Context: an optimization exercise on an open-source flow, tuned for small area, a short achievable clock period and few clock cycles. The choices shown serve that exercise and are no tape-out recipe. No functional check of the RTL was part of any run shown here. No activity file was given, so power comes from the tool's default toggle rates.

## design/flow/design.v

```verilog
module mac_dot (
    input  logic        CLK,
    input  logic [31:0] x_i,      
    input  logic [31:0] w_i,
    input  logic [3:0]  mask_i,   
    output logic [15:0] dot_o
);
    logic pp1;
    logic pp2;
    logic pp3;
    logic pp4;
    logic pp5;
    logic pp6;
    logic pp7;
    logic pp8;
    logic pp9;
    logic pp10;
    logic pp11;
    logic pp12;
    logic pp13;
    logic pp14;
    logic pp15;
    logic pp16;
    logic pp17;
    logic pp18;
    logic pp19;
    logic pp20;
    logic pp21;
    logic pp22;
    logic pp23;
    logic pp24;
    logic pp25;
    logic pp26;
    logic pp27;
    logic pp28;
    logic pp29;
    logic pp30;
    logic pp31;
    logic pp32;
    logic pp33;
    logic pp34;
    logic pp35;
    logic pp36;
    logic pp37;
    logic pp38;
    logic pp39;
    logic pp40;
    logic pp41;
    logic pp42;
    logic pp43;
    logic pp44;
    logic pp45;
    logic pp46;
    logic pp47;
    logic pp48;
    logic pp49;
    logic pp50;
    logic pp51;
    logic pp52;
    logic pp53;
    logic pp54;
    logic pp55;
    logic pp56;
    logic pp57;
    logic pp58;
    logic pp59;
    logic pp60;
    logic pp61;
    logic pp62;
    logic pp63;
    logic pp64;
    logic pp65;
    logic pp66;
    logic pp67;
    logic pp68;
    logic pp69;
    logic pp70;
    logic pp71;
    logic pp72;
    logic pp73;
    logic pp74;
    logic pp75;
    logic pp76;
    logic pp77;
    logic pp78;
    logic pp79;
    logic pp80;
    logic pp81;
    logic pp82;
    logic pp83;
    logic pp84;
    logic pp85;
    logic pp86;
    logic pp87;
    logic pp88;
    logic pp89;
    logic pp90;
    logic pp91;
    logic pp92;
    logic pp93;
    logic pp94;
    logic pp95;
    logic pp96;
    logic pp97;
    logic pp98;
    logic pp99;
    logic pp100;
    logic pp101;
    logic pp102;
    logic pp103;
    logic pp104;
    logic pp105;
    logic pp106;
    logic pp107;
    logic pp108;
    logic pp109;
    logic pp110;
    logic pp111;
    logic pp112;
    logic pp113;
    logic pp114;
    logic pp115;
    logic pp116;
    logic pp117;
    logic pp118;
    logic pp119;
    logic pp120;
    logic pp121;
    logic pp122;
    logic pp123;
    logic pp124;
    logic pp125;
    logic pp126;
    logic pp127;
    logic pp128;
    logic pp129;
    logic pp130;
    logic pp131;
    logic pp132;
    logic pp133;
    logic pp134;
    logic pp135;
    logic pp136;
    logic pp137;
    logic pp138;
    logic pp139;
    logic pp140;
    logic pp141;
    logic pp142;
    logic pp143;
    logic pp144;
    logic pp145;
    logic pp146;
    logic pp147;
    logic pp148;
    logic pp149;
    logic pp150;
    logic pp151;
    logic pp152;
    logic pp153;
    logic pp154;
    logic pp155;
    logic pp156;
    logic pp157;
    logic pp158;
    logic pp159;
    logic pp160;
    logic pp161;
    logic pp162;
    logic pp163;
    logic pp164;
    logic pp165;
    logic pp166;
    logic pp167;
    logic pp168;
    logic pp169;
    logic pp170;
    logic pp171;
    logic pp172;
    logic pp173;
    logic pp174;
    logic pp175;
    logic pp176;
    logic pp177;
    logic pp178;
    logic pp179;
    logic pp180;
    logic pp181;
    logic pp182;
    logic pp183;
    logic pp184;
    logic pp185;
    logic pp186;
    logic pp187;
    logic pp188;
    logic pp189;
    logic pp190;
    logic pp191;
    logic pp192;
    logic pp193;
    logic pp194;
    logic pp195;
    logic pp196;
    logic pp197;
    logic pp198;
    logic pp199;
    logic pp200;
    logic pp201;
    logic pp202;
    logic pp203;
    logic pp204;
    logic pp205;
    logic pp206;
    logic pp207;
    logic pp208;
    logic pp209;
    logic pp210;
    logic pp211;
    logic pp212;
    logic pp213;
    logic pp214;
    logic pp215;
    logic pp216;
    logic pp217;
    logic pp218;
    logic pp219;
    logic pp220;
    logic pp221;
    logic pp222;
    logic pp223;
    logic pp224;
    logic pp225;
    logic pp226;
    logic pp227;
    logic pp228;
    logic pp229;
    logic pp230;
    logic pp231;
    logic pp232;
    logic pp233;
    logic pp234;
    logic pp235;
    logic pp236;
    logic pp237;
    logic pp238;
    logic pp239;
    logic pp240;
    logic pp241;
    logic pp242;
    logic pp243;
    logic pp244;
    logic pp245;
    logic pp246;
    logic pp247;
    logic pp248;
    logic pp249;
    logic pp250;
    logic pp251;
    logic pp252;
    logic pp253;
    logic pp254;
    logic pp255;
    logic pp256;
    logic s257;
    logic c258;
    logic s259;
    logic c260;
    logic s261;
    logic c262;
    logic s263;
    logic c264;
    logic s265;
    logic c266;
    logic s267;
    logic c268;
    logic s269;
    logic c270;
    logic s271;
    logic c272;
    logic s273;
    logic c274;
    logic s275;
    logic c276;
    logic s277;
    logic c278;
    logic s279;
    logic c280;
    logic s281;
    logic c282;
    logic s283;
    logic c284;
    logic s285;
    logic c286;
    logic s287;
    logic c288;
    logic s289;
    logic c290;
    logic s291;
    logic c292;
    logic s293;
    logic c294;
    logic s295;
    logic c296;
    logic s297;
    logic c298;
    logic s299;
    logic c300;
    logic s301;
    logic c302;
    logic s303;
    logic c304;
    logic s305;
    logic c306;
    logic s307;
    logic c308;
    logic s309;
    logic c310;
    logic s311;
    logic c312;
    logic s313;
    logic c314;
    logic s315;
    logic c316;
    logic s317;
    logic c318;
    logic s319;
    logic c320;
    logic s321;
    logic c322;
    logic s323;
    logic c324;
    logic s325;
    logic c326;
    logic s327;
    logic c328;
    logic s329;
    logic c330;
    logic s331;
    logic c332;
    logic s333;
    logic c334;
    logic s335;
    logic c336;
    logic s337;
    logic c338;
    logic s339;
    logic c340;
    logic s341;
    logic c342;
    logic s343;
    logic c344;
    logic s345;
    logic c346;
    logic s347;
    logic c348;
    logic s349;
    logic c350;
    logic s351;
    logic c352;
    logic s353;
    logic c354;
    logic s355;
    logic c356;
    logic s357;
    logic c358;
    logic s359;
    logic c360;
    logic s361;
    logic c362;
    logic s363;
    logic c364;
    logic s365;
    logic c366;
    logic s367;
    logic c368;
    logic s369;
    logic c370;
    logic s371;
    logic c372;
    logic s373;
    logic c374;
    logic s375;
    logic c376;
    logic s377;
    logic c378;
    logic s379;
    logic c380;
    logic s381;
    logic c382;
    logic s383;
    logic c384;
    logic s385;
    logic c386;
    logic s387;
    logic c388;
    logic s389;
    logic c390;
    logic s391;
    logic c392;
    logic s393;
    logic c394;
    logic s395;
    logic c396;
    logic s397;
    logic c398;
    logic s399;
    logic c400;
    logic s401;
    logic c402;
    logic s403;
    logic c404;
    logic s405;
    logic c406;
    logic s407;
    logic c408;
    logic s409;
    logic c410;
    logic s411;
    logic c412;
    logic s413;
    logic c414;
    logic s415;
    logic c416;
    logic s417;
    logic c418;
    logic s419;
    logic c420;
    logic s421;
    logic c422;
    logic s423;
    logic c424;
    logic s425;
    logic c426;
    logic s427;
    logic c428;
    logic s429;
    logic c430;
    logic s431;
    logic c432;
    logic s433;
    logic c434;
    logic s435;
    logic c436;
    logic s437;
    logic c438;
    logic s439;
    logic c440;
    logic s441;
    logic c442;
    logic s443;
    logic c444;
    logic s445;
    logic c446;
    logic s447;
    logic c448;
    logic s449;
    logic c450;
    logic s451;
    logic c452;
    logic s453;
    logic c454;
    logic s455;
    logic c456;
    logic s457;
    logic c458;
    logic s459;
    logic c460;
    logic s461;
    logic c462;
    logic s463;
    logic c464;
    logic s465;
    logic c466;
    logic s467;
    logic c468;
    logic s469;
    logic c470;
    logic s471;
    logic c472;
    logic s473;
    logic c474;
    logic s475;
    logic c476;
    logic s477;
    logic c478;
    logic s479;
    logic c480;
    logic s481;
    logic c482;
    logic s483;
    logic c484;
    logic s485;
    logic c486;
    logic s487;
    logic c488;
    logic s489;
    logic c490;
    logic s491;
    logic c492;
    logic s493;
    logic c494;
    logic s495;
    logic c496;
    logic s497;
    logic c498;
    logic s499;
    logic c500;
    logic s501;
    logic c502;
    logic s503;
    logic c504;
    logic s505;
    logic c506;
    logic s507;
    logic c508;
    logic s509;
    logic c510;
    logic s511;
    logic c512;
    logic s513;
    logic c514;
    logic s515;
    logic c516;
    logic s517;
    logic c518;
    logic s519;
    logic c520;
    logic s521;
    logic c522;
    logic s523;
    logic c524;
    logic s525;
    logic c526;
    logic s527;
    logic c528;
    logic s529;
    logic c530;
    logic s531;
    logic c532;
    logic s533;
    logic c534;
    logic s535;
    logic c536;
    logic s537;
    logic c538;
    logic s539;
    logic c540;
    logic s541;
    logic c542;
    logic s543;
    logic c544;
    logic s545;
    logic c546;
    logic s547;
    logic c548;
    logic s549;
    logic c550;
    logic s551;
    logic c552;
    logic s553;
    logic c554;
    logic s555;
    logic c556;
    logic s557;
    logic c558;
    logic s559;
    logic c560;
    logic s561;
    logic c562;
    logic s563;
    logic c564;
    logic s565;
    logic c566;
    logic s567;
    logic c568;
    logic s569;
    logic c570;
    logic s571;
    logic c572;
    logic s573;
    logic c574;
    logic s575;
    logic c576;
    logic s577;
    logic c578;
    logic s579;
    logic c580;
    logic s581;
    logic c582;
    logic s583;
    logic c584;
    logic s585;
    logic c586;
    logic s587;
    logic c588;
    logic s589;
    logic c590;
    logic s591;
    logic c592;
    logic s593;
    logic c594;
    logic s595;
    logic c596;
    logic s597;
    logic c598;
    logic s599;
    logic c600;
    logic s601;
    logic c602;
    logic s603;
    logic c604;
    logic s605;
    logic c606;
    logic s607;
    logic c608;
    logic s609;
    logic c610;
    logic s611;
    logic c612;
    logic s613;
    logic c614;
    logic s615;
    logic c616;
    logic s617;
    logic c618;
    logic s619;
    logic c620;
    logic s621;
    logic c622;
    logic s623;
    logic c624;
    logic s625;
    logic c626;
    logic s627;
    logic c628;
    logic s629;
    logic c630;
    logic s631;
    logic c632;
    logic s633;
    logic c634;
    logic s635;
    logic c636;
    logic s637;
    logic c638;
    logic s639;
    logic c640;
    logic s641;
    logic c642;
    logic s643;
    logic s644;
    logic c645;
    logic s646;
    logic c647;
    logic s648;
    logic c649;
    logic s650;
    logic c651;
    logic s652;
    logic c653;
    logic s654;
    logic c655;
    logic s656;
    logic c657;
    logic s658;
    logic c659;
    logic s660;
    logic c661;
    logic s662;
    logic c663;
    logic s664;
    logic c665;
    logic s666;
    logic c667;
    logic s668;
    logic c669;
    logic s670;
    logic c671;
    logic s672;
    logic c673;
    logic s674;
    logic c675;
    logic s676;
    logic c677;
    logic s678;
    logic c679;
    logic s680;
    logic c681;
    logic s682;
    logic c683;
    logic s684;
    logic c685;
    logic s686;
    logic c687;
    logic s688;
    logic c689;
    logic s690;
    logic c691;
    logic s692;
    logic c693;
    logic s694;
    logic c695;
    logic s696;
    logic c697;
    logic s698;
    logic c699;
    logic s700;
    logic c701;
    logic s702;
    logic c703;
    logic s704;
    logic c705;
    logic s706;
    logic c707;
    logic s708;
    logic c709;
    logic s710;
    logic c711;
    logic s712;
    logic c713;
    logic s714;
    logic c715;
    logic s716;
    logic s717;
    logic pp65_q;
    logic s257_q;
    logic s265_q;
    logic s263_q;
    logic s277_q;
    logic s279_q;
    logic s301_q;
    logic s327_q;
    logic c302_q;
    logic s329_q;
    logic c328_q;
    logic c330_q;
    logic s361_q;
    logic s363_q;
    logic s399_q;
    logic c362_q;
    logic s401_q;
    logic c364_q;
    logic s403_q;
    logic s443_q;
    logic s445_q;
    logic c402_q;
    logic c404_q;
    logic s447_q;
    logic s449_q;
    logic c448_q;
    logic c450_q;
    logic s491_q;
    logic s493_q;
    logic s495_q;
    logic s529_q;
    logic c492_q;
    logic c494_q;
    logic s531_q;
    logic s533_q;
    logic c496_q;
    logic s535_q;
    logic s563_q;
    logic s565_q;
    logic c532_q;
    logic c534_q;
    logic c536_q;
    logic s567_q;
    logic s569_q;
    logic s593_q;
    logic c568_q;
    logic c570_q;
    logic s595_q;
    logic s597_q;
    logic c596_q;
    logic c598_q;
    logic s617_q;
    logic s619_q;
    logic c616_q;
    logic s631_q;
    logic c618_q;
    logic s633_q;
    logic c620_q;
    logic s639_q;
    logic c634_q;
    logic s641_q;
    logic c642_q;
    logic s643_q;
    logic [31:0] xm, w_in;
    always_comb begin
        for (int n = 0; n < 4; n++) xm[8*n +: 8] = mask_i[n] ? x_i[8*n +: 8] : 8'h00;
    end
    assign w_in = w_i;
    assign pp1 = xm[0] & w_in[0];
    assign pp2 = xm[0] & w_in[1];
    assign pp3 = xm[0] & w_in[2];
    assign pp4 = xm[0] & w_in[3];
    assign pp5 = xm[0] & w_in[4];
    assign pp6 = xm[0] & w_in[5];
    assign pp7 = xm[0] & w_in[6];
    assign pp8 = ~(xm[0] & w_in[7]);
    assign pp9 = xm[1] & w_in[0];
    assign pp10 = xm[1] & w_in[1];
    assign pp11 = xm[1] & w_in[2];
    assign pp12 = xm[1] & w_in[3];
    assign pp13 = xm[1] & w_in[4];
    assign pp14 = xm[1] & w_in[5];
    assign pp15 = xm[1] & w_in[6];
    assign pp16 = ~(xm[1] & w_in[7]);
    assign pp17 = xm[2] & w_in[0];
    assign pp18 = xm[2] & w_in[1];
    assign pp19 = xm[2] & w_in[2];
    assign pp20 = xm[2] & w_in[3];
    assign pp21 = xm[2] & w_in[4];
    assign pp22 = xm[2] & w_in[5];
    assign pp23 = xm[2] & w_in[6];
    assign pp24 = ~(xm[2] & w_in[7]);
    assign pp25 = xm[3] & w_in[0];
    assign pp26 = xm[3] & w_in[1];
    assign pp27 = xm[3] & w_in[2];
    assign pp28 = xm[3] & w_in[3];
    assign pp29 = xm[3] & w_in[4];
    assign pp30 = xm[3] & w_in[5];
    assign pp31 = xm[3] & w_in[6];
    assign pp32 = ~(xm[3] & w_in[7]);
    assign pp33 = xm[4] & w_in[0];
    assign pp34 = xm[4] & w_in[1];
    assign pp35 = xm[4] & w_in[2];
    assign pp36 = xm[4] & w_in[3];
    assign pp37 = xm[4] & w_in[4];
    assign pp38 = xm[4] & w_in[5];
    assign pp39 = xm[4] & w_in[6];
    assign pp40 = ~(xm[4] & w_in[7]);
    assign pp41 = xm[5] & w_in[0];
    assign pp42 = xm[5] & w_in[1];
    assign pp43 = xm[5] & w_in[2];
    assign pp44 = xm[5] & w_in[3];
    assign pp45 = xm[5] & w_in[4];
    assign pp46 = xm[5] & w_in[5];
    assign pp47 = xm[5] & w_in[6];
    assign pp48 = ~(xm[5] & w_in[7]);
    assign pp49 = xm[6] & w_in[0];
    assign pp50 = xm[6] & w_in[1];
    assign pp51 = xm[6] & w_in[2];
    assign pp52 = xm[6] & w_in[3];
    assign pp53 = xm[6] & w_in[4];
    assign pp54 = xm[6] & w_in[5];
    assign pp55 = xm[6] & w_in[6];
    assign pp56 = ~(xm[6] & w_in[7]);
    assign pp57 = ~(xm[7] & w_in[0]);
    assign pp58 = ~(xm[7] & w_in[1]);
    assign pp59 = ~(xm[7] & w_in[2]);
    assign pp60 = ~(xm[7] & w_in[3]);
    assign pp61 = ~(xm[7] & w_in[4]);
    assign pp62 = ~(xm[7] & w_in[5]);
    assign pp63 = ~(xm[7] & w_in[6]);
    assign pp64 = xm[7] & w_in[7];
    assign pp65 = xm[8] & w_in[8];
    assign pp66 = xm[8] & w_in[9];
    assign pp67 = xm[8] & w_in[10];
    assign pp68 = xm[8] & w_in[11];
    assign pp69 = xm[8] & w_in[12];
    assign pp70 = xm[8] & w_in[13];
    assign pp71 = xm[8] & w_in[14];
    assign pp72 = ~(xm[8] & w_in[15]);
    assign pp73 = xm[9] & w_in[8];
    assign pp74 = xm[9] & w_in[9];
    assign pp75 = xm[9] & w_in[10];
    assign pp76 = xm[9] & w_in[11];
    assign pp77 = xm[9] & w_in[12];
    assign pp78 = xm[9] & w_in[13];
    assign pp79 = xm[9] & w_in[14];
    assign pp80 = ~(xm[9] & w_in[15]);
    assign pp81 = xm[10] & w_in[8];
    assign pp82 = xm[10] & w_in[9];
    assign pp83 = xm[10] & w_in[10];
    assign pp84 = xm[10] & w_in[11];
    assign pp85 = xm[10] & w_in[12];
    assign pp86 = xm[10] & w_in[13];
    assign pp87 = xm[10] & w_in[14];
    assign pp88 = ~(xm[10] & w_in[15]);
    assign pp89 = xm[11] & w_in[8];
    assign pp90 = xm[11] & w_in[9];
    assign pp91 = xm[11] & w_in[10];
    assign pp92 = xm[11] & w_in[11];
    assign pp93 = xm[11] & w_in[12];
    assign pp94 = xm[11] & w_in[13];
    assign pp95 = xm[11] & w_in[14];
    assign pp96 = ~(xm[11] & w_in[15]);
    assign pp97 = xm[12] & w_in[8];
    assign pp98 = xm[12] & w_in[9];
    assign pp99 = xm[12] & w_in[10];
    assign pp100 = xm[12] & w_in[11];
    assign pp101 = xm[12] & w_in[12];
    assign pp102 = xm[12] & w_in[13];
    assign pp103 = xm[12] & w_in[14];
    assign pp104 = ~(xm[12] & w_in[15]);
    assign pp105 = xm[13] & w_in[8];
    assign pp106 = xm[13] & w_in[9];
    assign pp107 = xm[13] & w_in[10];
    assign pp108 = xm[13] & w_in[11];
    assign pp109 = xm[13] & w_in[12];
    assign pp110 = xm[13] & w_in[13];
    assign pp111 = xm[13] & w_in[14];
    assign pp112 = ~(xm[13] & w_in[15]);
    assign pp113 = xm[14] & w_in[8];
    assign pp114 = xm[14] & w_in[9];
    assign pp115 = xm[14] & w_in[10];
    assign pp116 = xm[14] & w_in[11];
    assign pp117 = xm[14] & w_in[12];
    assign pp118 = xm[14] & w_in[13];
    assign pp119 = xm[14] & w_in[14];
    assign pp120 = ~(xm[14] & w_in[15]);
    assign pp121 = ~(xm[15] & w_in[8]);
    assign pp122 = ~(xm[15] & w_in[9]);
    assign pp123 = ~(xm[15] & w_in[10]);
    assign pp124 = ~(xm[15] & w_in[11]);
    assign pp125 = ~(xm[15] & w_in[12]);
    assign pp126 = ~(xm[15] & w_in[13]);
    assign pp127 = ~(xm[15] & w_in[14]);
    assign pp128 = xm[15] & w_in[15];
    assign pp129 = xm[16] & w_in[16];
    assign pp130 = xm[16] & w_in[17];
    assign pp131 = xm[16] & w_in[18];
    assign pp132 = xm[16] & w_in[19];
    assign pp133 = xm[16] & w_in[20];
    assign pp134 = xm[16] & w_in[21];
    assign pp135 = xm[16] & w_in[22];
    assign pp136 = ~(xm[16] & w_in[23]);
    assign pp137 = xm[17] & w_in[16];
    assign pp138 = xm[17] & w_in[17];
    assign pp139 = xm[17] & w_in[18];
    assign pp140 = xm[17] & w_in[19];
    assign pp141 = xm[17] & w_in[20];
    assign pp142 = xm[17] & w_in[21];
    assign pp143 = xm[17] & w_in[22];
    assign pp144 = ~(xm[17] & w_in[23]);
    assign pp145 = xm[18] & w_in[16];
    assign pp146 = xm[18] & w_in[17];
    assign pp147 = xm[18] & w_in[18];
    assign pp148 = xm[18] & w_in[19];
    assign pp149 = xm[18] & w_in[20];
    assign pp150 = xm[18] & w_in[21];
    assign pp151 = xm[18] & w_in[22];
    assign pp152 = ~(xm[18] & w_in[23]);
    assign pp153 = xm[19] & w_in[16];
    assign pp154 = xm[19] & w_in[17];
    assign pp155 = xm[19] & w_in[18];
    assign pp156 = xm[19] & w_in[19];
    assign pp157 = xm[19] & w_in[20];
    assign pp158 = xm[19] & w_in[21];
    assign pp159 = xm[19] & w_in[22];
    assign pp160 = ~(xm[19] & w_in[23]);
    assign pp161 = xm[20] & w_in[16];
    assign pp162 = xm[20] & w_in[17];
    assign pp163 = xm[20] & w_in[18];
    assign pp164 = xm[20] & w_in[19];
    assign pp165 = xm[20] & w_in[20];
    assign pp166 = xm[20] & w_in[21];
    assign pp167 = xm[20] & w_in[22];
    assign pp168 = ~(xm[20] & w_in[23]);
    assign pp169 = xm[21] & w_in[16];
    assign pp170 = xm[21] & w_in[17];
    assign pp171 = xm[21] & w_in[18];
    assign pp172 = xm[21] & w_in[19];
    assign pp173 = xm[21] & w_in[20];
    assign pp174 = xm[21] & w_in[21];
    assign pp175 = xm[21] & w_in[22];
    assign pp176 = ~(xm[21] & w_in[23]);
    assign pp177 = xm[22] & w_in[16];
    assign pp178 = xm[22] & w_in[17];
    assign pp179 = xm[22] & w_in[18];
    assign pp180 = xm[22] & w_in[19];
    assign pp181 = xm[22] & w_in[20];
    assign pp182 = xm[22] & w_in[21];
    assign pp183 = xm[22] & w_in[22];
    assign pp184 = ~(xm[22] & w_in[23]);
    assign pp185 = ~(xm[23] & w_in[16]);
    assign pp186 = ~(xm[23] & w_in[17]);
    assign pp187 = ~(xm[23] & w_in[18]);
    assign pp188 = ~(xm[23] & w_in[19]);
    assign pp189 = ~(xm[23] & w_in[20]);
    assign pp190 = ~(xm[23] & w_in[21]);
    assign pp191 = ~(xm[23] & w_in[22]);
    assign pp192 = xm[23] & w_in[23];
    assign pp193 = xm[24] & w_in[24];
    assign pp194 = xm[24] & w_in[25];
    assign pp195 = xm[24] & w_in[26];
    assign pp196 = xm[24] & w_in[27];
    assign pp197 = xm[24] & w_in[28];
    assign pp198 = xm[24] & w_in[29];
    assign pp199 = xm[24] & w_in[30];
    assign pp200 = ~(xm[24] & w_in[31]);
    assign pp201 = xm[25] & w_in[24];
    assign pp202 = xm[25] & w_in[25];
    assign pp203 = xm[25] & w_in[26];
    assign pp204 = xm[25] & w_in[27];
    assign pp205 = xm[25] & w_in[28];
    assign pp206 = xm[25] & w_in[29];
    assign pp207 = xm[25] & w_in[30];
    assign pp208 = ~(xm[25] & w_in[31]);
    assign pp209 = xm[26] & w_in[24];
    assign pp210 = xm[26] & w_in[25];
    assign pp211 = xm[26] & w_in[26];
    assign pp212 = xm[26] & w_in[27];
    assign pp213 = xm[26] & w_in[28];
    assign pp214 = xm[26] & w_in[29];
    assign pp215 = xm[26] & w_in[30];
    assign pp216 = ~(xm[26] & w_in[31]);
    assign pp217 = xm[27] & w_in[24];
    assign pp218 = xm[27] & w_in[25];
    assign pp219 = xm[27] & w_in[26];
    assign pp220 = xm[27] & w_in[27];
    assign pp221 = xm[27] & w_in[28];
    assign pp222 = xm[27] & w_in[29];
    assign pp223 = xm[27] & w_in[30];
    assign pp224 = ~(xm[27] & w_in[31]);
    assign pp225 = xm[28] & w_in[24];
    assign pp226 = xm[28] & w_in[25];
    assign pp227 = xm[28] & w_in[26];
    assign pp228 = xm[28] & w_in[27];
    assign pp229 = xm[28] & w_in[28];
    assign pp230 = xm[28] & w_in[29];
    assign pp231 = xm[28] & w_in[30];
    assign pp232 = ~(xm[28] & w_in[31]);
    assign pp233 = xm[29] & w_in[24];
    assign pp234 = xm[29] & w_in[25];
    assign pp235 = xm[29] & w_in[26];
    assign pp236 = xm[29] & w_in[27];
    assign pp237 = xm[29] & w_in[28];
    assign pp238 = xm[29] & w_in[29];
    assign pp239 = xm[29] & w_in[30];
    assign pp240 = ~(xm[29] & w_in[31]);
    assign pp241 = xm[30] & w_in[24];
    assign pp242 = xm[30] & w_in[25];
    assign pp243 = xm[30] & w_in[26];
    assign pp244 = xm[30] & w_in[27];
    assign pp245 = xm[30] & w_in[28];
    assign pp246 = xm[30] & w_in[29];
    assign pp247 = xm[30] & w_in[30];
    assign pp248 = ~(xm[30] & w_in[31]);
    assign pp249 = ~(xm[31] & w_in[24]);
    assign pp250 = ~(xm[31] & w_in[25]);
    assign pp251 = ~(xm[31] & w_in[26]);
    assign pp252 = ~(xm[31] & w_in[27]);
    assign pp253 = ~(xm[31] & w_in[28]);
    assign pp254 = ~(xm[31] & w_in[29]);
    assign pp255 = ~(xm[31] & w_in[30]);
    assign pp256 = xm[31] & w_in[31];
    mac_fa u_s257 (.a(pp1), .b(pp129), .c(pp193), .s(s257), .co(c258));
    mac_fa u_s259 (.a(pp130), .b(pp137), .c(pp194), .s(s259), .co(c260));
    mac_fa u_s261 (.a(pp2), .b(pp201), .c(pp66), .s(s261), .co(c262));
    mac_fa u_s263 (.a(pp73), .b(pp9), .c(c258), .s(s263), .co(c264));
    mac_ha u_s265 (.a(s259), .b(s261), .s(s265), .co(c266));
    mac_fa u_s267 (.a(pp10), .b(pp131), .c(pp138), .s(s267), .co(c268));
    mac_fa u_s269 (.a(pp145), .b(pp17), .c(pp195), .s(s269), .co(c270));
    mac_fa u_s271 (.a(pp202), .b(pp209), .c(pp3), .s(s271), .co(c272));
    mac_fa u_s273 (.a(pp67), .b(pp74), .c(pp81), .s(s273), .co(c274));
    mac_fa u_s275 (.a(c260), .b(c262), .c(s267), .s(s275), .co(c276));
    mac_fa u_s277 (.a(s269), .b(s271), .c(s273), .s(s277), .co(c278));
    mac_fa u_s279 (.a(c266), .b(c264), .c(s275), .s(s279), .co(c280));
    mac_fa u_s281 (.a(pp11), .b(pp132), .c(pp139), .s(s281), .co(c282));
    mac_fa u_s283 (.a(pp146), .b(pp153), .c(pp18), .s(s283), .co(c284));
    mac_fa u_s285 (.a(pp196), .b(pp203), .c(pp210), .s(s285), .co(c286));
    mac_fa u_s287 (.a(pp217), .b(pp25), .c(pp4), .s(s287), .co(c288));
    mac_fa u_s289 (.a(pp68), .b(pp75), .c(pp82), .s(s289), .co(c290));
    mac_fa u_s291 (.a(pp89), .b(c268), .c(c270), .s(s291), .co(c292));
    mac_fa u_s293 (.a(c272), .b(c274), .c(s281), .s(s293), .co(c294));
    mac_fa u_s295 (.a(s283), .b(s285), .c(s287), .s(s295), .co(c296));
    mac_fa u_s297 (.a(s289), .b(c276), .c(c278), .s(s297), .co(c298));
    mac_fa u_s299 (.a(s291), .b(s293), .c(s295), .s(s299), .co(c300));
    mac_fa u_s301 (.a(c280), .b(s297), .c(s299), .s(s301), .co(c302));
    mac_fa u_s303 (.a(pp12), .b(pp133), .c(pp140), .s(s303), .co(c304));
    mac_fa u_s305 (.a(pp147), .b(pp154), .c(pp161), .s(s305), .co(c306));
    mac_fa u_s307 (.a(pp19), .b(pp197), .c(pp204), .s(s307), .co(c308));
    mac_fa u_s309 (.a(pp211), .b(pp218), .c(pp225), .s(s309), .co(c310));
    mac_fa u_s311 (.a(pp26), .b(pp33), .c(pp5), .s(s311), .co(c312));
    mac_fa u_s313 (.a(pp69), .b(pp76), .c(pp83), .s(s313), .co(c314));
    mac_fa u_s315 (.a(pp90), .b(pp97), .c(c282), .s(s315), .co(c316));
    mac_fa u_s317 (.a(c284), .b(c286), .c(c288), .s(s317), .co(c318));
    mac_fa u_s319 (.a(c290), .b(s303), .c(s305), .s(s319), .co(c320));
    mac_fa u_s321 (.a(s307), .b(s309), .c(s311), .s(s321), .co(c322));
    mac_fa u_s323 (.a(s313), .b(c292), .c(c294), .s(s323), .co(c324));
    mac_fa u_s325 (.a(c296), .b(s315), .c(s317), .s(s325), .co(c326));
    mac_fa u_s327 (.a(s319), .b(s321), .c(c298), .s(s327), .co(c328));
    mac_fa u_s329 (.a(c300), .b(s323), .c(s325), .s(s329), .co(c330));
    mac_fa u_s331 (.a(pp105), .b(pp13), .c(pp134), .s(s331), .co(c332));
    mac_fa u_s333 (.a(pp141), .b(pp148), .c(pp155), .s(s333), .co(c334));
    mac_fa u_s335 (.a(pp162), .b(pp169), .c(pp198), .s(s335), .co(c336));
    mac_fa u_s337 (.a(pp20), .b(pp205), .c(pp212), .s(s337), .co(c338));
    mac_fa u_s339 (.a(pp219), .b(pp226), .c(pp233), .s(s339), .co(c340));
    mac_fa u_s341 (.a(pp27), .b(pp34), .c(pp41), .s(s341), .co(c342));
    mac_fa u_s343 (.a(pp6), .b(pp70), .c(pp77), .s(s343), .co(c344));
    mac_fa u_s345 (.a(pp84), .b(pp91), .c(pp98), .s(s345), .co(c346));
    mac_fa u_s347 (.a(c304), .b(c306), .c(c308), .s(s347), .co(c348));
    mac_fa u_s349 (.a(c310), .b(c312), .c(c314), .s(s349), .co(c350));
    mac_fa u_s351 (.a(s331), .b(s333), .c(s335), .s(s351), .co(c352));
    mac_fa u_s353 (.a(s337), .b(s339), .c(s341), .s(s353), .co(c354));
    mac_fa u_s355 (.a(s343), .b(s345), .c(c316), .s(s355), .co(c356));
    mac_fa u_s357 (.a(c318), .b(c320), .c(c322), .s(s357), .co(c358));
    mac_fa u_s359 (.a(s347), .b(s349), .c(s351), .s(s359), .co(c360));
    mac_fa u_s361 (.a(s353), .b(c324), .c(c326), .s(s361), .co(c362));
    mac_fa u_s363 (.a(s355), .b(s357), .c(s359), .s(s363), .co(c364));
    mac_fa u_s365 (.a(pp106), .b(pp113), .c(pp135), .s(s365), .co(c366));
    mac_fa u_s367 (.a(pp14), .b(pp142), .c(pp149), .s(s367), .co(c368));
    mac_fa u_s369 (.a(pp156), .b(pp163), .c(pp170), .s(s369), .co(c370));
    mac_fa u_s371 (.a(pp177), .b(pp199), .c(pp206), .s(s371), .co(c372));
    mac_fa u_s373 (.a(pp21), .b(pp213), .c(pp220), .s(s373), .co(c374));
    mac_fa u_s375 (.a(pp227), .b(pp234), .c(pp241), .s(s375), .co(c376));
    mac_fa u_s377 (.a(pp28), .b(pp35), .c(pp42), .s(s377), .co(c378));
    mac_fa u_s379 (.a(pp49), .b(pp7), .c(pp71), .s(s379), .co(c380));
    mac_fa u_s381 (.a(pp78), .b(pp85), .c(pp92), .s(s381), .co(c382));
    mac_fa u_s383 (.a(pp99), .b(c332), .c(c334), .s(s383), .co(c384));
    mac_fa u_s385 (.a(c336), .b(c338), .c(c340), .s(s385), .co(c386));
    mac_fa u_s387 (.a(c342), .b(c344), .c(c346), .s(s387), .co(c388));
    mac_fa u_s389 (.a(s365), .b(s367), .c(s369), .s(s389), .co(c390));
    mac_fa u_s391 (.a(s371), .b(s373), .c(s375), .s(s391), .co(c392));
    mac_fa u_s393 (.a(s377), .b(s379), .c(s381), .s(s393), .co(c394));
    mac_fa u_s395 (.a(c348), .b(c350), .c(c352), .s(s395), .co(c396));
    mac_fa u_s397 (.a(c354), .b(s383), .c(s385), .s(s397), .co(c398));
    mac_fa u_s399 (.a(s387), .b(s389), .c(s391), .s(s399), .co(c400));
    mac_fa u_s401 (.a(s393), .b(c356), .c(c358), .s(s401), .co(c402));
    mac_fa u_s403 (.a(c360), .b(s395), .c(s397), .s(s403), .co(c404));
    mac_fa u_s405 (.a(pp100), .b(pp107), .c(pp114), .s(s405), .co(c406));
    mac_fa u_s407 (.a(pp121), .b(pp136), .c(pp143), .s(s407), .co(c408));
    mac_fa u_s409 (.a(pp15), .b(pp150), .c(pp157), .s(s409), .co(c410));
    mac_fa u_s411 (.a(pp164), .b(pp171), .c(pp178), .s(s411), .co(c412));
    mac_fa u_s413 (.a(pp185), .b(pp200), .c(pp207), .s(s413), .co(c414));
    mac_fa u_s415 (.a(pp214), .b(pp22), .c(pp221), .s(s415), .co(c416));
    mac_fa u_s417 (.a(pp228), .b(pp235), .c(pp242), .s(s417), .co(c418));
    mac_fa u_s419 (.a(pp249), .b(pp29), .c(pp36), .s(s419), .co(c420));
    mac_fa u_s421 (.a(pp43), .b(pp50), .c(pp57), .s(s421), .co(c422));
    mac_fa u_s423 (.a(pp72), .b(pp79), .c(pp8), .s(s423), .co(c424));
    mac_fa u_s425 (.a(pp86), .b(pp93), .c(c366), .s(s425), .co(c426));
    mac_fa u_s427 (.a(c368), .b(c370), .c(c372), .s(s427), .co(c428));
    mac_fa u_s429 (.a(c374), .b(c376), .c(c378), .s(s429), .co(c430));
    mac_fa u_s431 (.a(c380), .b(c382), .c(s405), .s(s431), .co(c432));
    mac_fa u_s433 (.a(s407), .b(s409), .c(s411), .s(s433), .co(c434));
    mac_fa u_s435 (.a(s413), .b(s415), .c(s417), .s(s435), .co(c436));
    mac_fa u_s437 (.a(s419), .b(s421), .c(s423), .s(s437), .co(c438));
    mac_fa u_s439 (.a(c384), .b(c386), .c(c388), .s(s439), .co(c440));
    mac_fa u_s441 (.a(c390), .b(c392), .c(c394), .s(s441), .co(c442));
    mac_fa u_s443 (.a(s425), .b(s427), .c(s429), .s(s443), .co(c444));
    mac_fa u_s445 (.a(s431), .b(s433), .c(s435), .s(s445), .co(c446));
    mac_fa u_s447 (.a(s437), .b(c396), .c(c398), .s(s447), .co(c448));
    mac_fa u_s449 (.a(s439), .b(c400), .c(s441), .s(s449), .co(c450));
    mac_fa u_s451 (.a(pp101), .b(pp108), .c(pp115), .s(s451), .co(c452));
    mac_fa u_s453 (.a(pp122), .b(pp144), .c(pp151), .s(s453), .co(c454));
    mac_fa u_s455 (.a(pp158), .b(pp16), .c(pp165), .s(s455), .co(c456));
    mac_fa u_s457 (.a(pp172), .b(pp179), .c(pp186), .s(s457), .co(c458));
    mac_fa u_s459 (.a(pp208), .b(pp215), .c(pp222), .s(s459), .co(c460));
    mac_fa u_s461 (.a(pp229), .b(pp23), .c(pp236), .s(s461), .co(c462));
    mac_fa u_s463 (.a(pp243), .b(pp250), .c(pp30), .s(s463), .co(c464));
    mac_fa u_s465 (.a(pp37), .b(pp44), .c(pp51), .s(s465), .co(c466));
    mac_fa u_s467 (.a(pp58), .b(pp80), .c(pp87), .s(s467), .co(c468));
    mac_fa u_s469 (.a(pp94), .b(c406), .c(c408), .s(s469), .co(c470));
    mac_fa u_s471 (.a(c410), .b(c412), .c(c414), .s(s471), .co(c472));
    mac_fa u_s473 (.a(c416), .b(c418), .c(c420), .s(s473), .co(c474));
    mac_fa u_s475 (.a(c422), .b(c424), .c(s451), .s(s475), .co(c476));
    mac_fa u_s477 (.a(s453), .b(s455), .c(s457), .s(s477), .co(c478));
    mac_fa u_s479 (.a(s459), .b(s461), .c(s463), .s(s479), .co(c480));
    mac_fa u_s481 (.a(s465), .b(s467), .c(c426), .s(s481), .co(c482));
    mac_fa u_s483 (.a(c428), .b(c430), .c(c432), .s(s483), .co(c484));
    mac_fa u_s485 (.a(c434), .b(c436), .c(c438), .s(s485), .co(c486));
    mac_fa u_s487 (.a(s469), .b(s471), .c(s473), .s(s487), .co(c488));
    mac_fa u_s489 (.a(s475), .b(s477), .c(s479), .s(s489), .co(c490));
    mac_fa u_s491 (.a(c440), .b(c442), .c(c444), .s(s491), .co(c492));
    mac_fa u_s493 (.a(s481), .b(c446), .c(s483), .s(s493), .co(c494));
    mac_fa u_s495 (.a(s485), .b(s487), .c(s489), .s(s495), .co(c496));
    mac_fa u_s497 (.a(pp102), .b(pp109), .c(pp116), .s(s497), .co(c498));
    mac_fa u_s499 (.a(pp123), .b(pp152), .c(pp159), .s(s499), .co(c500));
    mac_fa u_s501 (.a(pp166), .b(pp173), .c(pp180), .s(s501), .co(c502));
    mac_fa u_s503 (.a(pp187), .b(pp216), .c(pp223), .s(s503), .co(c504));
    mac_fa u_s505 (.a(pp230), .b(pp237), .c(pp24), .s(s505), .co(c506));
    mac_fa u_s507 (.a(pp244), .b(pp251), .c(pp31), .s(s507), .co(c508));
    mac_fa u_s509 (.a(pp38), .b(pp45), .c(pp52), .s(s509), .co(c510));
    mac_fa u_s511 (.a(pp59), .b(pp88), .c(pp95), .s(s511), .co(c512));
    mac_fa u_s513 (.a(c452), .b(c454), .c(c456), .s(s513), .co(c514));
    mac_fa u_s515 (.a(c458), .b(c460), .c(c462), .s(s515), .co(c516));
    mac_fa u_s517 (.a(c464), .b(c466), .c(c468), .s(s517), .co(c518));
    mac_fa u_s519 (.a(s497), .b(s499), .c(s501), .s(s519), .co(c520));
    mac_fa u_s521 (.a(s503), .b(s505), .c(s507), .s(s521), .co(c522));
    mac_fa u_s523 (.a(s509), .b(s511), .c(c470), .s(s523), .co(c524));
    mac_fa u_s525 (.a(c472), .b(c474), .c(c476), .s(s525), .co(c526));
    mac_fa u_s527 (.a(c478), .b(c480), .c(s513), .s(s527), .co(c528));
    mac_fa u_s529 (.a(s515), .b(s517), .c(s519), .s(s529), .co(c530));
    mac_fa u_s531 (.a(s521), .b(c482), .c(c484), .s(s531), .co(c532));
    mac_fa u_s533 (.a(c486), .b(c488), .c(s523), .s(s533), .co(c534));
    mac_fa u_s535 (.a(c490), .b(s525), .c(s527), .s(s535), .co(c536));
    mac_fa u_s537 (.a(1'b1), .b(pp103), .c(pp110), .s(s537), .co(c538));
    mac_fa u_s539 (.a(pp117), .b(pp124), .c(pp160), .s(s539), .co(c540));
    mac_fa u_s541 (.a(pp167), .b(pp174), .c(pp181), .s(s541), .co(c542));
    mac_fa u_s543 (.a(pp188), .b(pp224), .c(pp231), .s(s543), .co(c544));
    mac_fa u_s545 (.a(pp238), .b(pp245), .c(pp252), .s(s545), .co(c546));
    mac_fa u_s547 (.a(pp32), .b(pp39), .c(pp46), .s(s547), .co(c548));
    mac_fa u_s549 (.a(pp53), .b(pp60), .c(pp96), .s(s549), .co(c550));
    mac_fa u_s551 (.a(c498), .b(c500), .c(c502), .s(s551), .co(c552));
    mac_fa u_s553 (.a(c504), .b(c506), .c(c508), .s(s553), .co(c554));
    mac_fa u_s555 (.a(c510), .b(c512), .c(s537), .s(s555), .co(c556));
    mac_fa u_s557 (.a(s539), .b(s541), .c(s543), .s(s557), .co(c558));
    mac_fa u_s559 (.a(s545), .b(s547), .c(s549), .s(s559), .co(c560));
    mac_fa u_s561 (.a(c514), .b(c516), .c(c518), .s(s561), .co(c562));
    mac_fa u_s563 (.a(c520), .b(c522), .c(s551), .s(s563), .co(c564));
    mac_fa u_s565 (.a(s553), .b(s555), .c(s557), .s(s565), .co(c566));
    mac_fa u_s567 (.a(s559), .b(c524), .c(c526), .s(s567), .co(c568));
    mac_fa u_s569 (.a(c528), .b(s561), .c(c530), .s(s569), .co(c570));
    mac_fa u_s571 (.a(pp104), .b(pp111), .c(pp118), .s(s571), .co(c572));
    mac_fa u_s573 (.a(pp125), .b(pp168), .c(pp175), .s(s573), .co(c574));
    mac_fa u_s575 (.a(pp182), .b(pp189), .c(pp232), .s(s575), .co(c576));
    mac_fa u_s577 (.a(pp239), .b(pp246), .c(pp253), .s(s577), .co(c578));
    mac_fa u_s579 (.a(pp40), .b(pp47), .c(pp54), .s(s579), .co(c580));
    mac_fa u_s581 (.a(pp61), .b(c538), .c(c540), .s(s581), .co(c582));
    mac_fa u_s583 (.a(c542), .b(c544), .c(c546), .s(s583), .co(c584));
    mac_fa u_s585 (.a(c548), .b(c550), .c(s571), .s(s585), .co(c586));
    mac_fa u_s587 (.a(s573), .b(s575), .c(s577), .s(s587), .co(c588));
    mac_fa u_s589 (.a(s579), .b(c552), .c(c554), .s(s589), .co(c590));
    mac_fa u_s591 (.a(c556), .b(c558), .c(c560), .s(s591), .co(c592));
    mac_fa u_s593 (.a(s581), .b(s583), .c(s585), .s(s593), .co(c594));
    mac_fa u_s595 (.a(s587), .b(c562), .c(c564), .s(s595), .co(c596));
    mac_fa u_s597 (.a(s589), .b(c566), .c(s591), .s(s597), .co(c598));
    mac_fa u_s599 (.a(pp112), .b(pp119), .c(pp126), .s(s599), .co(c600));
    mac_fa u_s601 (.a(pp176), .b(pp183), .c(pp190), .s(s601), .co(c602));
    mac_fa u_s603 (.a(pp240), .b(pp247), .c(pp254), .s(s603), .co(c604));
    mac_fa u_s605 (.a(pp48), .b(pp55), .c(pp62), .s(s605), .co(c606));
    mac_fa u_s607 (.a(c572), .b(c574), .c(c576), .s(s607), .co(c608));
    mac_fa u_s609 (.a(c578), .b(c580), .c(s599), .s(s609), .co(c610));
    mac_fa u_s611 (.a(s601), .b(s603), .c(s605), .s(s611), .co(c612));
    mac_fa u_s613 (.a(c582), .b(c584), .c(c586), .s(s613), .co(c614));
    mac_fa u_s615 (.a(c588), .b(s607), .c(s609), .s(s615), .co(c616));
    mac_fa u_s617 (.a(s611), .b(c590), .c(c592), .s(s617), .co(c618));
    mac_fa u_s619 (.a(c594), .b(s613), .c(s615), .s(s619), .co(c620));
    mac_fa u_s621 (.a(pp120), .b(pp127), .c(pp184), .s(s621), .co(c622));
    mac_fa u_s623 (.a(pp191), .b(pp248), .c(pp255), .s(s623), .co(c624));
    mac_fa u_s625 (.a(pp56), .b(pp63), .c(c600), .s(s625), .co(c626));
    mac_fa u_s627 (.a(c602), .b(c604), .c(c606), .s(s627), .co(c628));
    mac_fa u_s629 (.a(s621), .b(s623), .c(c608), .s(s629), .co(c630));
    mac_fa u_s631 (.a(c610), .b(c612), .c(s625), .s(s631), .co(c632));
    mac_fa u_s633 (.a(s627), .b(c614), .c(s629), .s(s633), .co(c634));
    mac_fa u_s635 (.a(pp128), .b(pp192), .c(pp256), .s(s635), .co(c636));
    mac_fa u_s637 (.a(pp64), .b(c622), .c(c624), .s(s637), .co(c638));
    mac_fa u_s639 (.a(s635), .b(c626), .c(c628), .s(s639), .co(c640));
    mac_fa u_s641 (.a(s637), .b(c630), .c(c632), .s(s641), .co(c642));
    assign s643 = c636 ^ c638 ^ c640;
    mac_fa u_s644 (.a(c302_q), .b(s327_q), .c(s329_q), .s(s644), .co(c645));
    mac_fa u_s646 (.a(c328_q), .b(c330_q), .c(s361_q), .s(s646), .co(c647));
    mac_fa u_s648 (.a(s363_q), .b(c645), .c(s646), .s(s648), .co(c649));
    mac_fa u_s650 (.a(c362_q), .b(c364_q), .c(s399_q), .s(s650), .co(c651));
    mac_fa u_s652 (.a(s401_q), .b(s403_q), .c(c647), .s(s652), .co(c653));
    mac_fa u_s654 (.a(s650), .b(s652), .c(c649), .s(s654), .co(c655));
    mac_fa u_s656 (.a(c402_q), .b(c404_q), .c(s443_q), .s(s656), .co(c657));
    mac_fa u_s658 (.a(s445_q), .b(s447_q), .c(s449_q), .s(s658), .co(c659));
    mac_fa u_s660 (.a(c651), .b(s656), .c(s658), .s(s660), .co(c661));
    mac_ha u_s662 (.a(c653), .b(s660), .s(s662), .co(c663));
    mac_fa u_s664 (.a(c448_q), .b(c450_q), .c(s491_q), .s(s664), .co(c665));
    mac_fa u_s666 (.a(s493_q), .b(s495_q), .c(c657), .s(s666), .co(c667));
    mac_fa u_s668 (.a(c659), .b(s664), .c(s666), .s(s668), .co(c669));
    mac_ha u_s670 (.a(c661), .b(c663), .s(s670), .co(c671));
    mac_fa u_s672 (.a(c492_q), .b(c494_q), .c(c496_q), .s(s672), .co(c673));
    mac_fa u_s674 (.a(s529_q), .b(s531_q), .c(s533_q), .s(s674), .co(c675));
    mac_fa u_s676 (.a(s535_q), .b(c665), .c(s672), .s(s676), .co(c677));
    mac_fa u_s678 (.a(s674), .b(c667), .c(s676), .s(s678), .co(c679));
    mac_fa u_s680 (.a(c669), .b(c671), .c(s678), .s(s680), .co(c681));
    mac_fa u_s682 (.a(c532_q), .b(c534_q), .c(c536_q), .s(s682), .co(c683));
    mac_fa u_s684 (.a(s563_q), .b(s565_q), .c(s567_q), .s(s684), .co(c685));
    mac_fa u_s686 (.a(s569_q), .b(c673), .c(c675), .s(s686), .co(c687));
    mac_fa u_s688 (.a(s682), .b(s684), .c(s686), .s(s688), .co(c689));
    mac_fa u_s690 (.a(c677), .b(c679), .c(s688), .s(s690), .co(c691));
    mac_fa u_s692 (.a(c568_q), .b(c570_q), .c(s593_q), .s(s692), .co(c693));
    mac_fa u_s694 (.a(s595_q), .b(s597_q), .c(c683), .s(s694), .co(c695));
    mac_fa u_s696 (.a(c685), .b(s692), .c(c687), .s(s696), .co(c697));
    mac_fa u_s698 (.a(s694), .b(s696), .c(c689), .s(s698), .co(c699));
    mac_fa u_s700 (.a(c596_q), .b(c598_q), .c(s617_q), .s(s700), .co(c701));
    mac_fa u_s702 (.a(s619_q), .b(c693), .c(s700), .s(s702), .co(c703));
    mac_fa u_s704 (.a(c695), .b(s702), .c(c697), .s(s704), .co(c705));
    mac_fa u_s706 (.a(c616_q), .b(c618_q), .c(c620_q), .s(s706), .co(c707));
    mac_fa u_s708 (.a(s631_q), .b(s633_q), .c(c701), .s(s708), .co(c709));
    mac_fa u_s710 (.a(s706), .b(s708), .c(c703), .s(s710), .co(c711));
    mac_fa u_s712 (.a(c634_q), .b(s639_q), .c(s641_q), .s(s712), .co(c713));
    mac_fa u_s714 (.a(c707), .b(s712), .c(c709), .s(s714), .co(c715));
    assign s716 = c642_q ^ s643_q ^ c713;
    assign s717 = s716 ^ c715;
    always_ff @(posedge CLK) begin
        pp65_q <= pp65;
        s257_q <= s257;
        s265_q <= s265;
        s263_q <= s263;
        s277_q <= s277;
        s279_q <= s279;
        s301_q <= s301;
        s327_q <= s327;
        c302_q <= c302;
        s329_q <= s329;
        c328_q <= c328;
        c330_q <= c330;
        s361_q <= s361;
        s363_q <= s363;
        s399_q <= s399;
        c362_q <= c362;
        s401_q <= s401;
        c364_q <= c364;
        s403_q <= s403;
        s443_q <= s443;
        s445_q <= s445;
        c402_q <= c402;
        c404_q <= c404;
        s447_q <= s447;
        s449_q <= s449;
        c448_q <= c448;
        c450_q <= c450;
        s491_q <= s491;
        s493_q <= s493;
        s495_q <= s495;
        s529_q <= s529;
        c492_q <= c492;
        c494_q <= c494;
        s531_q <= s531;
        s533_q <= s533;
        c496_q <= c496;
        s535_q <= s535;
        s563_q <= s563;
        s565_q <= s565;
        c532_q <= c532;
        c534_q <= c534;
        c536_q <= c536;
        s567_q <= s567;
        s569_q <= s569;
        s593_q <= s593;
        c568_q <= c568;
        c570_q <= c570;
        s595_q <= s595;
        s597_q <= s597;
        c596_q <= c596;
        c598_q <= c598;
        s617_q <= s617;
        s619_q <= s619;
        c616_q <= c616;
        s631_q <= s631;
        c618_q <= c618;
        s633_q <= s633;
        c620_q <= c620;
        s639_q <= s639;
        c634_q <= c634;
        s641_q <= s641;
        c642_q <= c642;
        s643_q <= s643;
    end
    logic [15:0] ra, rb;
    assign ra = {s717, s714, s710, s704, c691, c681, s680, s668, s662, s654, s648, s644, s301_q, s277_q, s263_q, pp65_q};
    assign rb = {1'b0, c711, c705, c699, s698, s690, 1'b0, s670, c655, 1'b0, 1'b0, 1'b0, 1'b0, s279_q, s265_q, s257_q};
    assign dot_o = ra + rb;
endmodule
module mac_fa (input logic a, b, c, output logic s, co);
    assign s  = a ^ b ^ c;
    assign co = (a & b) | (a & c) | (b & c);
endmodule
module mac_ha (input logic a, b, output logic s, co);
    assign s  = a ^ b;
    assign co = a & b;
endmodule
`timescale 1ns/10ps
module mac_top (
    input  logic         CLK,
    input  logic         RSTN,
    input  logic [11:0]  mnt_i,        
    input  logic         start_i,
    output logic         done_o,
    output logic [3:0]   w_rd_o,       
    input  logic [63:0]  w_rdata_i,    
    output logic [3:0]   i_rd_o,       
    input  logic [63:0]  i_rdata_i,    
    output logic [68:0]  o_wr_o        
);
    localparam int LAT = 1;        
    logic [3:0] m_dim, n_dim, t_dim;
    assign m_dim = mnt_i[11:8];
    assign n_dim = mnt_i[7:4];
    assign t_dim = mnt_i[3:0];
    logic        active_q;     
    logic        busy_q;       
    logic [1:0]  lane_q;       
    logic [2:0]  row_q;        
    logic [LAT:0] v_q;         
    logic [LAT:0] fin_q;       
    logic [LAT:0] first_q;     
    logic [LAT:0] last_q;      
    logic [2:0]   row_p [0:LAT];
    logic [3:0]   mask_q;      
    logic [63:0] acc_q;        
    logic        wen_q;
    logic [2:0]  waddr_q;
    logic        done_q;
    logic        accept, rd_valid, first, lastl, fin;
    logic [1:0]  mlast;
    assign accept   = start_i && !active_q;
    assign rd_valid = busy_q || (accept && m_dim[2]);     
    assign mlast    = m_dim[1:0] - 2'd1;
    assign first    = (lane_q == mlast);
    assign lastl    = (lane_q == 2'd0);
    assign fin      = lastl && ({1'b0, row_q} == t_dim - 4'd1);
    always_ff @(posedge CLK or negedge RSTN) begin
        if (!RSTN) begin
            active_q <= 1'b0;
            busy_q   <= 1'b0;
            lane_q   <= 2'd3;
            row_q    <= 3'd0;
            v_q      <= '0;
            fin_q    <= '0;
            wen_q    <= 1'b0;
            done_q   <= 1'b0;
        end else begin
            active_q <= accept || (active_q && !done_q);
            v_q      <= {v_q[LAT-1:0], rd_valid};
            fin_q    <= {fin_q[LAT-1:0], rd_valid && fin};
            wen_q    <= v_q[LAT] && last_q[LAT];
            done_q   <= fin_q[LAT];
            if (rd_valid) begin
                busy_q <= !fin;
                if (fin) begin
                    lane_q <= 2'd3;
                    row_q  <= 3'd0;
                end else if (lastl) begin
                    lane_q <= mlast;
                    row_q  <= row_q + 3'd1;
                end else begin
                    lane_q <= lane_q - 2'd1;
                end
            end else if (accept) begin
                busy_q <= 1'b1;
                lane_q <= mlast;
            end
        end
    end
    always_ff @(posedge CLK) begin
        first_q  <= {first_q[LAT-1:0], first};
        last_q   <= {last_q[LAT-1:0], lastl};
        row_p[0] <= row_q;
        for (int k = 1; k <= LAT; k++) row_p[k] <= row_p[k-1];
        waddr_q  <= row_p[LAT];
        for (int n = 0; n < 4; n++) mask_q[n] <= (n_dim > n);
    end
    logic [31:0] x_b, w_b;             
    logic [15:0] dot;
    for (genvar n = 0; n < 4; n++) begin : g_byte
        assign x_b[8*n +: 8] = i_rdata_i[63-8*n -: 8];
        assign w_b[8*n +: 8] = w_rdata_i[63-8*n -: 8];
    end
    mac_dot dot_inst (
        .CLK    (CLK),
        .x_i    (x_b),
        .w_i    (w_b),
        .mask_i (mask_q),
        .dot_o  (dot)
    );
    always_ff @(posedge CLK) begin
        acc_q[63:48] <= dot;
        acc_q[47:0]  <= first_q[LAT] ? 48'd0 : acc_q[63:16];
    end
    assign w_rd_o = {1'b1, 1'b0, lane_q};
    assign i_rd_o = {1'b1, row_q};
    assign o_wr_o = {wen_q, waddr_q, 1'b0, acc_q};
    assign done_o = done_q;
endmodule
```

## design/flow/run.sh

```bash
#!/bin/bash
# synth_recipe.tcl (not shown) runs the flow's synth.tcl, then flattens the netlist and writes it again
# the make line also repeats each setting of config.mk as NAME=value (left out here)
make -C /OpenROAD-flow-scripts/flow DESIGN_CONFIG=/design/flow/config.mk WORK_HOME=/design/flow/orfs CLKGATE_MAP_FILE= SYNTH_SCRIPT=/design/flow/synth_recipe.tcl finish
```

## design/flow/config.mk

```make
export PLATFORM = sky130hd
export DESIGN_NAME = mac_top
export DESIGN_NICKNAME = mac_top
export VERILOG_FILES = /design/flow/design.v
export SDC_FILE = /design/flow/constraint.sdc
export NUM_CORES = 4
export LEC_CHECK = 0
export CAP_MARGIN = 20
export CORE_MARGIN = 2
export CORE_UTILIZATION = 40
export SLEW_MARGIN = 20
export SYNTH_HIERARCHICAL = 1
```

## design/flow/constraint.sdc

```tcl
create_clock -name core_clock -period 5.5 [get_ports {CLK}]
set_input_delay 1.1000 -clock core_clock [delete_from_list [all_inputs] [get_ports {CLK}]]
set_output_delay 1.1000 -clock core_clock [all_outputs]
set_load 0.01 [all_outputs]
```

==> results.cfg, run 1 <==
[status]
status = finished clean

[setup_path]
critical_path_class = in -> reg
endpoint_kind = flop
rr_startpoint = mask_q[1]
cp.required_ns = 5.80
arrival_ns = 4.15
rr_worst_depth = 6
critical_path.max_fanout = 7
timing.rr.end = dot_inst.s495_q
regToRegSetupSlack_ns = 1.84
cp-start-kind = input port

[synthesis]
synth.top_cell.area_share_pct = 42.1
ys.flop_type = dfxtp_1
synth_most_common_cell = fa_1
netlist_top_cells_area = fa_1 (42%), dfxtp_1 (27%), and3_1 (12%)
synth_mux_area_share_pct = 0
synth-xor-area-share_pct = 1.95
ys_types = 51
synth_top_area_cell = fa_1
synth-seq-area-share_pct = 29.8
synth.ff_latch_count = 157
synth-compound-area-share_pct = 2.93
avgSynthCellArea_um2 = 12.4
yosys.area_share.simple_pct = 19.6
synth_top_family_by_area = adder cells
yosysWarnings = 9
synth-edff-count = 0
synthesis.instances = 870
syn-cell-area_um2 = 10800
synth_adder_area_share_pct = 43.9
synthTopCellsByCount = fa_1 (227), and3_1 (202), dfxtp_1 (144)
synthArstFlopShare_pct = 8.28

[sta]
fin_setup_tns_ns = 0
max_freq_ghz = 0.260
finalCritPeriodShare_pct = 70.0
slew_headroom_pct = 41.1
slew_violations = 0
whs_ns = 0.318
finalHoldViolCount = 0
max_slew.worst_pin.slew_ns = 0.883
rsz0062_at_grt = false
finalClockSkew_ns = 0.0181
setup_ws_ns = 1.65
finalCriticalPeriod_ns = 3.85
setup_violations = 0

[power]
powerDensity_nw_per_um2 = 753
power.switching_mw = 4.28
clkPwrFrac_pct = 11.8
power_frac_seq_pct = 20.7
p_total_mw = 9.94
swShare_pct = 43.1
irDropWorstVdd_mv = 0.598
p_leak_nw = 5.93
combPwrFrac_pct = 67.5
internal-power_mw = 5.66

[clock_tree]
cts_buffers = 17
cts-resized-gates = 0
cts_tree = done
post_cts_buffers = 0
cts.clk_slew.worst_paths_ns = 0.08
ctsHtreeMaxLevel = 4
root_buffer = clkbuf_16
numClockSinks = 157
insertion_delay_ns = 0.43
cts.path.max_buffers = 2
ctsHoldBuffers = 0

[cells_and_area]
multiInputGateArea_um2 = 7390
stdcell_area_um2 = 13200
drive_above_1_share_pct = 5.61
fill_cells = 2415
area_delta_synth_final_pct = 22.3
utilization_pct = 49.4
register_area_um2 = 3210
fin_nets = 1388
antennaDiodeCount = 0
final_cells = 1357

[floorplan]
start_util_pct = 40.4
row_count = 60
die_w_um = 168
pin_count = 221
die_area_um2 = 28300
core_area_um2 = 26700
die_h_um = 168

[global_route]
antenna_found_initial = 0
grt_overflow_total = 0
track_usage_pct = 20.4
grt_pass1_vias = 7702
grt_max_degree = 59
grt_pass1_wl_mm = 43.8

[hold_path]
hold_end = last_q[1]
hold_class = reg -> reg
hold_start = last_q[0]
hold_depth = 0

[detailed_routing]
vias = 7323
drt_iter0_drc = 515
drtAntennaViolNets = 0
routedWlPerCell_um = 20.4
drc_errors = 0
viasPerCell = 5.40
wirelength_mm = 27.7
first_pass_iters = 5

[placed_design]
gp_congestion = 0.896
pre_cts_slack_ns = 1.20
portBuffers = 151
dpl_cell_area_um2 = 12600
hpwlAfterDp_mm = 22.4
place_inst = 1325

[job]
max_cap_violations = 0
-- cell type report --
cell class / count / area share, %
clock inverters: 15 / 1.38
multi-input cells: 668 / 56.0
repair buffers: 155 / 11.7
clock buffers: 17 / 3.22
flip-flops and latches: 157 / 24.4
well taps: 341 / 3.23
inverters: 4 / 0.114
-- registers in the layout, summed over array words and instances, names as in the netlist, 2 cells and up --
name,count
acc_q,64
lane_q,2
last_q,2
row_p,6
row_q,3
waddr_q,3
fin_q,2
first_q,2
mask_q,4
v_q,2
-- per-module statistics from Yosys (local to each module, per instance) --
module	area [um^2]	flip-flops and latches
mac_dot	3550	63
mac_top	2670	94
mac_fa	20.0	0
mac_ha	12.5	0
-- kinds of logic after synthesis --
family                     count (synthesis)
AOI/OAI and AO/OA                         42
adders and majority gates                242
buffers and inverters                     47
DFF                                      157
and+or+nand+nor                          355
xor gates and xnor gates                  24
other                                      3
-- routing by layer --
layer	track usage [%]	wire length, um	vias to the layer above	part of all wire, %
met5	0	0	-	0
met4	6.52	572	0	2.1
met3	5.29	2740	49	9.9
met2	31.4	12100	395	44
met1	28.5	12300	3703	44
li1	-	-	3176	-
-- placed cells by master (no fill, tap or decap), types with 2 or more instances in the layout --
cell             instances
clkdlybuf4s50_1        151
a211o_1                  2
dfxtp_2                  2
or3_1                    2
nand3_1                 33
nor2_1                  10
o21a_1                   2
o21ai_0                  4
and3_1                 202
o211ai_1                 2
conb_1                   5
a211oi_1                 2
inv_8                    6
nor2b_1                 49
dfrtp_1                 11
fa_1                   227
clkinvlp_4               2
dfstp_2                  2
buf_4                    4
ha_1                    15
inv_1                    3
nand2_1                 35
a21oi_1                  9
o21ai_1                  5
clkbuf_16               17
nor3_1                   3
a21o_1                   6
xor2_1                  12
or2_2                    3
clkinv_8                 4
xnor2_1                 12
dfxtp_1                142
and2_1                   6
-- critical path, stage by stage --
cell and delay (ns):
clkdlybuf4s50_1 0.48, and2_0 0.41, nand2_1 0.18, fa_1 0.54
fa_1 0.46, fa_1 0.49, fa_1 0.48
-- worst max path at each step --
stage,start,to,slack [ns]
finish,i_rdata_i[47],dot_inst.s495_q,1.65
global route,i_rdata_i[47],dot_inst.s495_q,1.58
CTS,i_rdata_i[47],dot_inst.s495_q,1.65
detailed placement,i_rdata_i[47],dot_inst.s495_q,1.20
global placement,i_rdata_i[47],dot_inst.s495_q,1.21
floorplan,i_rdata_i[55],dot_inst.s495_q,1.94
-- power groups by stage --
stage                     sequential (mW)  clock, mW  combinational (mW)
final                                2.06       1.17                6.71
after global routing                 2.13       1.26                7.54
after CTS                            2.07       1.21                6.79
after floorplan                      2.17          0                4.77
after detailed placement             2.10          0                6.75
after global placement               2.07          0                6.67
==> inputs of run 2 (changes only) <==
--- a/design/flow/config.mk
+++ b/design/flow/config.mk
@@ -8,5 +8,6 @@
 export CAP_MARGIN = 20
 export CORE_MARGIN = 2
 export CORE_UTILIZATION = 40
+export SETUP_SLACK_MARGIN = 2.2
 export SLEW_MARGIN = 20
 export SYNTH_HIERARCHICAL = 1
==> results.cfg, run 2 <==
[global_route]
antenna_found_initial = 0
grt_use_met3_pct = 6.84
use_met2_pct = 31.1
grt_pass1_vias = 7893
grt_pass1_wl_mm = 44.2
track_usage_pct = 20.7
grt_overflow_total = 0
grt_max_degree = 49
busiest_layer = met2
grt.met1_usage_pct = 28.3

[placed_design]
portBuffers = 151
place_inst = 1326
gp_congestion = 0.863
pre_cts_slack_ns = 1.27
hpwlAfterDp_mm = 22.6

[cells_and_area]
utilization_pct = 49.9
mostFrequentLayoutCell = and3_1
top_register = acc_q
drive_above_1_share_pct = 17.7
largest_register_ffs = 64
final_cells = 1362
top_regs = acc_q x64, row_p x6, mask_q x4
area_delta_synth_final_pct = 23.6
antennaDiodeCount = 0
layout_common_cells = and3_1 (195), fa_1 (194), dfxtp_1 (139)
fill_cells = 2402
fin_nets = 1393

[synthesis]
synth.ff_latch_count = 157
synth-edff-count = 0
ys_types = 51
netlist_top_cells_area = fa_1 (42%), dfxtp_1 (27%), and3_1 (12%)
synth.top_cell.area_share_pct = 42.1
ys.flop_type = dfxtp_1
syn-cell-area_um2 = 10800
avgSynthCellArea_um2 = 12.4
synth_top_area_cell = fa_1
synth-seq-area-share_pct = 29.8
synthesis.instances = 870
synthTopCellsByCount = fa_1 (227), and3_1 (202), dfxtp_1 (144)
synth_most_common_cell = fa_1
yosysWarnings = 9
synthArstFlopShare_pct = 8.28

[status]
status = finished clean

[setup_path]
cp-start-kind = input port
regToRegSetupSlack_ns = 2.27
endpoint_kind = flop
arrival_ns = 3.62
cp.required_ns = 5.80
critical_path_class = in -> reg
critical_path.max_fanout = 8

[detailed_routing]
drt_iter0_drc = 500
viasPerCell = 5.32
routedWlPerCell_um = 20.7
drtAntennaViolNets = 0
wirelength_mm = 28.2
first_pass_iters = 5
drc_errors = 0
vias = 7252

[clock_tree]
ctsHoldBuffers = 0
ctsHtreeMaxLevel = 4
root_buffer = clkbuf_16
insertion_delay_ns = 0.43
cts.clk_slew.worst_paths_ns = 0.08
cts_tree = done
cts.path.max_buffers = 2
cts_buffers = 17
numClockSinks = 157

[floorplan]
start_util_pct = 40.4
core_area_um2 = 26700
row_count = 60
die_w_um = 168
pin_count = 221
die_area_um2 = 28300
die_h_um = 168

[sta]
finalHoldViolCount = 0
slew_headroom_pct = 56.3
fin_setup_tns_ns = 0
setup_violations = 0
finalClockSkew_ns = 0.0114
finalCriticalPeriod_ns = 3.32
whs_ns = 0.324
max_slew.worst_pin.slew_ns = 0.651
max_freq_ghz = 0.301
rsz0062_at_grt = true
setup_ws_ns = 2.18
finalCritPeriodShare_pct = 60.4
slew_violations = 0

[power]
irDropWorstVdd_mv = 0.979
p_leak_nw = 5.97
powerDensity_nw_per_um2 = 833

[job]
max_cap_violations = 0

[hold_path]
hold_class = reg -> reg
run 2: area by class of cell:
cell class              instances  area (um^2)  share of cell area, %
repair buffers                160         1440                   10.8
multi-input cells             668         7590                   56.9
clock buffers                  17          425                   3.19
well taps                     341          427                   3.20
clock inverters                15          220                   1.65
inverters                       4         15.0                  0.113
flip-flops and latches        157         3220                   24.2
run 2: worst paths after layout:
check	depth (start not counted)	endpoint	start
max	6	dot_inst.s495_q	w_rdata_i[39]
min	0	waddr_q[2]	row_p[1][2]
max reg2reg	9	acc_q[61]	dot_inst.c496_q
min reg2reg	0	waddr_q[2]	row_p[1][2]
max in group asynchronous	1	fin_q[1]	RSTN
min in group asynchronous	1	wen_q	RSTN
run 2: what timing repair did:
action                                 in CTS  in global routing
endpoints found under the hold margin       0                  0
pin swaps                                  12                 17
buffers inserted                            3                  1
setup endpoints to repair                  53                 20
gates resized for setup                   234                 66
run 2: metal layers:
metal  part of all wire (%)  wire (um)  vias to the layer above
li1                       -          -                     3179
met5                      0          0                        -
met3                    9.9       2790                       51
met4                    2.3        657                        0
met1                     44      12300                     3624
met2                     44      12400                      398
run 2: critical path, cell delays in order:
cell and delay, ns:
clkdlybuf4s15_1 0.38, nand3_1 0.17, fa_1 0.48, fa_1 0.56, fa_1 0.45, fa_1 0.47
run 2: metrics by stage:
step / instance area (um^2) / power [mW]
4_1_cts: 13300 / 10.6
5_1_grt: 13300 / 12.1
6_report: 13300 / 11.1
3_3_place_gp: 12600 / 8.77
2_1_floorplan: 10900 / 6.96
3_5_place_dp: 12600 / 8.88
run 2: cells by family (layout without fill, tap and decap cells):
kind of cell | after synthesis | in the layout | synth area share, %
xor+xnor | 24 | 24 | 1.95
fa+ha+maj | 242 | 242 | 43.9
compound gates | 42 | 42 | 2.93
buf+inv | 47 | 196 | 1.81
simple gates | 355 | 355 | 19.6
flops | 157 | 157 | 29.8
other cells | 3 | 5 | 0.104
run 2: where the power goes:
group	switching, mW	total [mW]	internal, mW	leakage [nW]
combinational	3.91	7.82	3.90	4.30
clock	0.568	1.23	0.666	0.310
sequential	0.257	2.06	1.80	1.36
run 2: Yosys stat by module (local to each module, per instance):
module / cells inside / flops+latches / times used / cell area (um^2)
mac_dot: 434 / 63 / 1 / 3550
mac_ha: 1 / 0 / 3 / 12.5
mac_fa: 1 / 0 / 226 / 20.0
mac_top: 207 / 94 / 1 / 2670

separate check: timing with driven ports:
No port has a modelled driver above. Below, the same layouts with a new extraction and two added sets of constraints.
Step 1 assumes that a clkbuf_16 drives the clock port and a buf_2 every other input.
Step 2, shift: input delay + t, output delay - t, t = (earliest + latest rising clock arrival at the registers) / 2. This alone moves slack from input paths to output paths.
a / b / c = ideal ports / drivers / drivers and shift; a / b = the first two.
run	t (ns)	setup WS [ns]	worst hold slack (ns)	worst setup path after step 2
run 1	0.476	1.650 / 1.657 / 1.181	0.318 / 0.318 / 0.318	input to register
run 2	0.476	2.176 / 2.204 / 1.729	0.324 / 0.324 / 0.324	input to register
After both steps setup and hold are still met in every run listed. For run 1, which loses most, drivers alone change the setup slack by +0.007 ns; drivers and shift together by -0.469 ns.
